From an optimization exercise on the open Yosys and OpenROAD flow, aimed at small area, a short achievable clock period and few clock cycles; shortcuts taken in it are not production practice.
Function was checked by simulation only, so behaviour that the tests miss may differ from the original.

old:
Design periodic_task_table_scheduler, start of the top module:
module periodic_task_table_scheduler (
    input  logic              i_clk,
    input  logic              i_rst_n,
    input  logic              start,
    output logic              busy,
    input  logic [26:0]       i_item,
    output logic              o_result_valid,
    output logic [17:0]       o_result,
    input  logic              i_cfg_valid,
    output logic              o_cfg_ready,
    input  logic [15:0]       i_cfg_data
);
==> module periodic_task_table_scheduler, before the edit <==
module periodic_task_table_scheduler (
    input  logic              i_clk,
    input  logic              i_rst_n,
    input  logic              start,
    output logic              busy,
    input  logic [26:0]       i_item,
    output logic              o_result_valid,
    output logic [17:0]       o_result,
    input  logic              i_cfg_valid,
    output logic              o_cfg_ready,
    input  logic [15:0]       i_cfg_data
);
    localparam int N = NUM_SLOTS;
    function automatic logic [N-1:0] first_one(input logic [N-1:0] v);
        logic seen;
        seen = 1'b0;
        for (int i = 0; i < N; i++) begin
            first_one[i] = v[i] && !seen;
            seen = seen | v[i];
        end
    endfunction
    function automatic logic [3:0] first_idx(input logic [N-1:0] v);
        first_idx = '0;
        for (int i = N - 1; i >= 0; i--) begin
            if (v[i]) first_idx = 4'(i);
        end
    endfunction
    function automatic logic many(input logic [N-1:0] v);
        logic seen;
        seen = 1'b0;
        many = 1'b0;
        for (int i = 0; i < N; i++) begin
            many = many | (seen && v[i]);
            seen = seen | v[i];
        end
    endfunction
    logic [7:0]   r_key [N];
    logic [15:0]  r_per [N];
    logic [15:0]  r_cd  [N];
    logic [N-1:0] r_run;
    logic [N-1:0] r_zero;        
    logic [15:0]  r_tick_div;
    logic [15:0]  r_pre;
    logic         r_wrap;        
    logic         r_busy;
    logic         r_vld;
    logic [17:0]  r_out;
    logic [N-1:0] r_pm;
    logic [2:0]  cmd;
    logic [7:0]  key_in;
    logic [15:0] per_in;
    assign cmd    = i_item[26:24];
    assign key_in = i_item[23:16];
    assign per_in = i_item[15:0];
    logic accept;
    assign accept = start && !r_busy;
    assign busy           = r_busy;
    assign o_cfg_ready    = !r_busy && !start;
    assign o_result_valid = r_vld;
    assign o_result       = r_out;
    logic [N-1:0] match, zero, due, per_zero, cd_one;
    logic [15:0]  borrow [N];
    always_comb begin
        for (int i = 0; i < N; i++) begin
            match[i] = (r_key[i] == key_in);
            zero[i]  = r_zero[i];
            per_zero[i] = (r_per[i] == '0);
            cd_one[i]   = (r_cd[i] == 16'd1);
            due[i]   = r_run[i] && zero[i];
            for (int b = 0; b < 16; b++) borrow[i][b] = ~|(r_cd[i] & ~(16'hFFFF << b));
        end
    end
    logic [N-1:0] fire, fire1, free1, match1;
    logic [3:0]   fire_idx, free_idx, match_idx;
    logic         fire_any, fire_many, free_any, match_any;
    logic [7:0]   fire_key;
    logic         match_run;
    assign fire      = r_busy ? r_pm : due;
    assign fire1     = first_one(fire);
    assign fire_idx  = first_idx(fire);
    assign fire_any  = |fire;
    assign fire_many = many(fire);
    assign free1     = first_one(~r_run);
    assign free_idx  = first_idx(~r_run);
    assign free_any  = ~&r_run;
    assign match1    = first_one(match);
    assign match_idx = first_idx(match);
    assign match_any = |match;
    always_comb begin
        fire_key  = '0;
        match_run = 1'b0;
        for (int i = 0; i < N; i++) begin
            fire_key  = fire_key | (fire1[i] ? r_key[i] : 8'd0);
            match_run = match_run | (match1[i] && r_run[i]);
        end
    end
    logic        n_vld, n_busy;
    logic [17:0] n_out;
    always_comb begin
        n_busy = 1'b0;
        n_vld  = 1'b0;
        n_out  = {K_FIRE, fire_key, fire_idx, ST_RUNNABLE, 1'b1, !fire_many};
        if (r_busy) begin
            n_vld  = 1'b1;
            n_busy = fire_many;
        end else if (accept) begin
            case (cmd)
                CMD_ADD: begin
                    n_vld = 1'b1;
                    n_out = free_any ? {K_ADD, key_in, free_idx, ST_RUNNABLE, 1'b1, 1'b1}
                                     : {K_ADD, key_in, 4'd0, ST_ERROR, 1'b0, 1'b1};
                end
                CMD_DEL: begin
                    n_vld = 1'b1;
                    n_out = match_any ? {K_DEL, key_in, match_idx, ST_STOPPED, 1'b1, 1'b1}
                                      : {K_DEL, key_in, 4'd0, ST_ERROR, 1'b0, 1'b1};
                end
                CMD_QRY: begin
                    n_vld = 1'b1;
                    n_out = match_any ? {K_STAT, key_in, match_idx,
                                         (match_run ? ST_RUNNABLE : ST_STOPPED), 1'b0, 1'b1}
                                      : {K_STAT, key_in, 4'd0, ST_ERROR, 1'b0, 1'b1};
                end
                CMD_DSP: begin
                    n_vld  = fire_any;
                    n_busy = fire_many;
                end
                default: ;
            endcase
        end
    end
    logic do_add, do_del, do_tick, do_dsp, cfg_we, n_wrap;
    assign do_add  = accept && (cmd == CMD_ADD);
    assign do_del  = accept && (cmd == CMD_DEL);
    assign do_tick = accept && (cmd == CMD_TICK);
    assign do_dsp  = accept && (cmd == CMD_DSP);
    assign cfg_we  = !r_busy && !start && i_cfg_valid;
    always_comb begin
        if (cfg_we)
            n_wrap = ({1'b0, r_pre} + 17'd1) >= {1'b0, i_cfg_data};
        else if (do_tick)
            n_wrap = r_wrap ? (r_tick_div <= 16'd1)
                            : (({1'b0, r_pre} + 17'd2) >= {1'b0, r_tick_div});
        else
            n_wrap = r_wrap;
    end
    always_ff @(posedge i_clk) begin
        if (!i_rst_n) begin
            r_busy     <= 1'b0;
            r_vld      <= 1'b0;
            r_pm       <= '0;
            r_run      <= '0;
            r_pre      <= '0;
            r_tick_div <= TICK_DIV_RST;
            r_wrap     <= 1'b0;
            for (int i = 0; i < N; i++) r_key[i] <= '0;
        end else begin
            r_busy <= n_busy;
            r_vld  <= n_vld;
            if (r_busy || do_dsp) r_pm <= fire & ~fire1;
            r_wrap <= n_wrap;
            if (cfg_we) r_tick_div <= i_cfg_data;
            if (do_tick) r_pre <= r_wrap ? 16'd0 : r_pre + 16'd1;
            for (int i = 0; i < N; i++) begin
                if (do_add && free1[i]) begin
                    r_key[i] <= key_in;
                    r_run[i] <= 1'b1;
                end
                if (do_del && match1[i]) r_run[i] <= 1'b0;
            end
        end
    end
    always_ff @(posedge i_clk) begin
        r_out <= n_out;
    end
    always_ff @(posedge i_clk) begin
        for (int i = 0; i < N; i++) begin
            if (do_add && free1[i]) begin
                r_per[i]  <= per_in;
                r_cd[i]   <= per_in;
                r_zero[i] <= (per_in == '0);
            end else begin
                if (do_dsp && due[i])
                    r_zero[i] <= per_zero[i];
                else if (do_tick && r_wrap && r_run[i] && !zero[i])
                    r_zero[i] <= cd_one[i];
                r_cd[i]  <= (r_cd[i] ^ (borrow[i] & {16{do_tick && r_wrap && r_run[i] && !zero[i]}}))
                          | (r_per[i] & {16{do_dsp && due[i]}});
            end
        end
    end
endmodule
make LEC_CHECK=0 CAP_MARGIN=20 CORE_MARGIN=2 CORE_UTILIZATION=65 CTS_CLUSTER_DIAMETER=80 CTS_CLUSTER_SIZE=20 SETUP_SLACK_MARGIN=3.2 SLEW_MARGIN=20 finish   # period 6.0 ns
run.sh (not shown) runs the stock make flow with config.mk's settings and CLKGATE_MAP_FILE= SYNTH_SCRIPT=/design/flow/synth_recipe.tcl, a recipe that flattens the netlist after the stock synthesis.
Testbench counts of old, summed over its fixed seeds: cycles 21,292.
[inputs] new vs old
--- a/flow/design.v
+++ b/flow/design.v
@@ -81,13 +81,14 @@
     endfunction
     logic [7:0]   r_key [N];
     logic [15:0]  r_per [N];
     logic [15:0]  r_cd  [N];
     logic [N-1:0] r_run;
     logic [N-1:0] r_zero;        
-    logic [15:0]  r_tick_div;
+    logic [15:0]  r_div_m2;
+    logic         r_div_le1;
     logic [15:0]  r_pre;
     logic         r_wrap;        
     logic         r_busy;
     logic         r_vld;
     logic [17:0]  r_out;
     logic [N-1:0] r_pm;
@@ -181,33 +182,36 @@
     assign do_dsp  = accept && (cmd == CMD_DSP);
     assign cfg_we  = !r_busy && !start && i_cfg_valid;
     always_comb begin
         if (cfg_we)
             n_wrap = ({1'b0, r_pre} + 17'd1) >= {1'b0, i_cfg_data};
         else if (do_tick)
-            n_wrap = r_wrap ? (r_tick_div <= 16'd1)
-                            : (({1'b0, r_pre} + 17'd2) >= {1'b0, r_tick_div});
+            n_wrap = r_div_le1 || (!r_wrap && (r_pre >= r_div_m2));
         else
             n_wrap = r_wrap;
     end
     always_ff @(posedge i_clk) begin
         if (!i_rst_n) begin
             r_busy     <= 1'b0;
             r_vld      <= 1'b0;
             r_pm       <= '0;
             r_run      <= '0;
             r_pre      <= '0;
-            r_tick_div <= TICK_DIV_RST;
+            r_div_m2   <= TICK_DIV_RST - 16'd2;
+            r_div_le1  <= 1'b0;
             r_wrap     <= 1'b0;
             for (int i = 0; i < N; i++) r_key[i] <= '0;
         end else begin
             r_busy <= n_busy;
             r_vld  <= n_vld;
             if (r_busy || do_dsp) r_pm <= fire & ~fire1;
             r_wrap <= n_wrap;
-            if (cfg_we) r_tick_div <= i_cfg_data;
+            if (cfg_we) begin
+                r_div_m2  <= i_cfg_data - 16'd2;
+                r_div_le1 <= (i_cfg_data <= 16'd1);
+            end
             if (do_tick) r_pre <= r_wrap ? 16'd0 : r_pre + 16'd1;
             for (int i = 0; i < N; i++) begin
                 if (do_add && free1[i]) begin
                     r_key[i] <= key_in;
                     r_run[i] <= 1'b1;
                 end
Notes after the runs:
- Diff new..old | number of sinks driven by the clock tree | negligible
- new against old: die area moved down; total global-route track usage moved down; synthesized cell count moved down; half-perimeter wire length of the detailed placement result moved down.
Testbench counts of new, summed over its fixed seeds: cycles 21,292.

[re-timing with driven ports]
The flow's constraints put no driver on any port. The routed layouts listed below were extracted and timed again, unchanged, in two steps. Step 1: set_driving_cell puts a clkbuf_16 on i_clk and a buf_2 on each other input, an assumption about the parent block. Step 2 moves the port delays by t, midway between the first and last clock arrival at a register: inputs arrive t later, outputs are due t later. That takes back most of the time a late clock gives input paths. Slacks: ideal / step 1 / step 2; pairs: ideal / step 1.
| run | t (ns) | setup WS [ns] | worst hold slack (ns) | latest minus earliest clock arrival (ns) |
|---|---|---|---|---|
| old | 0.667 | 3.097 / 3.047 / 2.379 | 0.458 / 0.458 / 0.458 | 0.033 / 0.033 |
| new | 0.675 | 2.860 / 2.851 / 2.176 | 0.461 / 0.461 / 0.461 | 0.034 / 0.034 |
After both steps setup and hold are still met in every run listed. For old, which loses most, drivers alone change the setup slack by -0.050 ns; drivers and shift together by -0.718 ns.
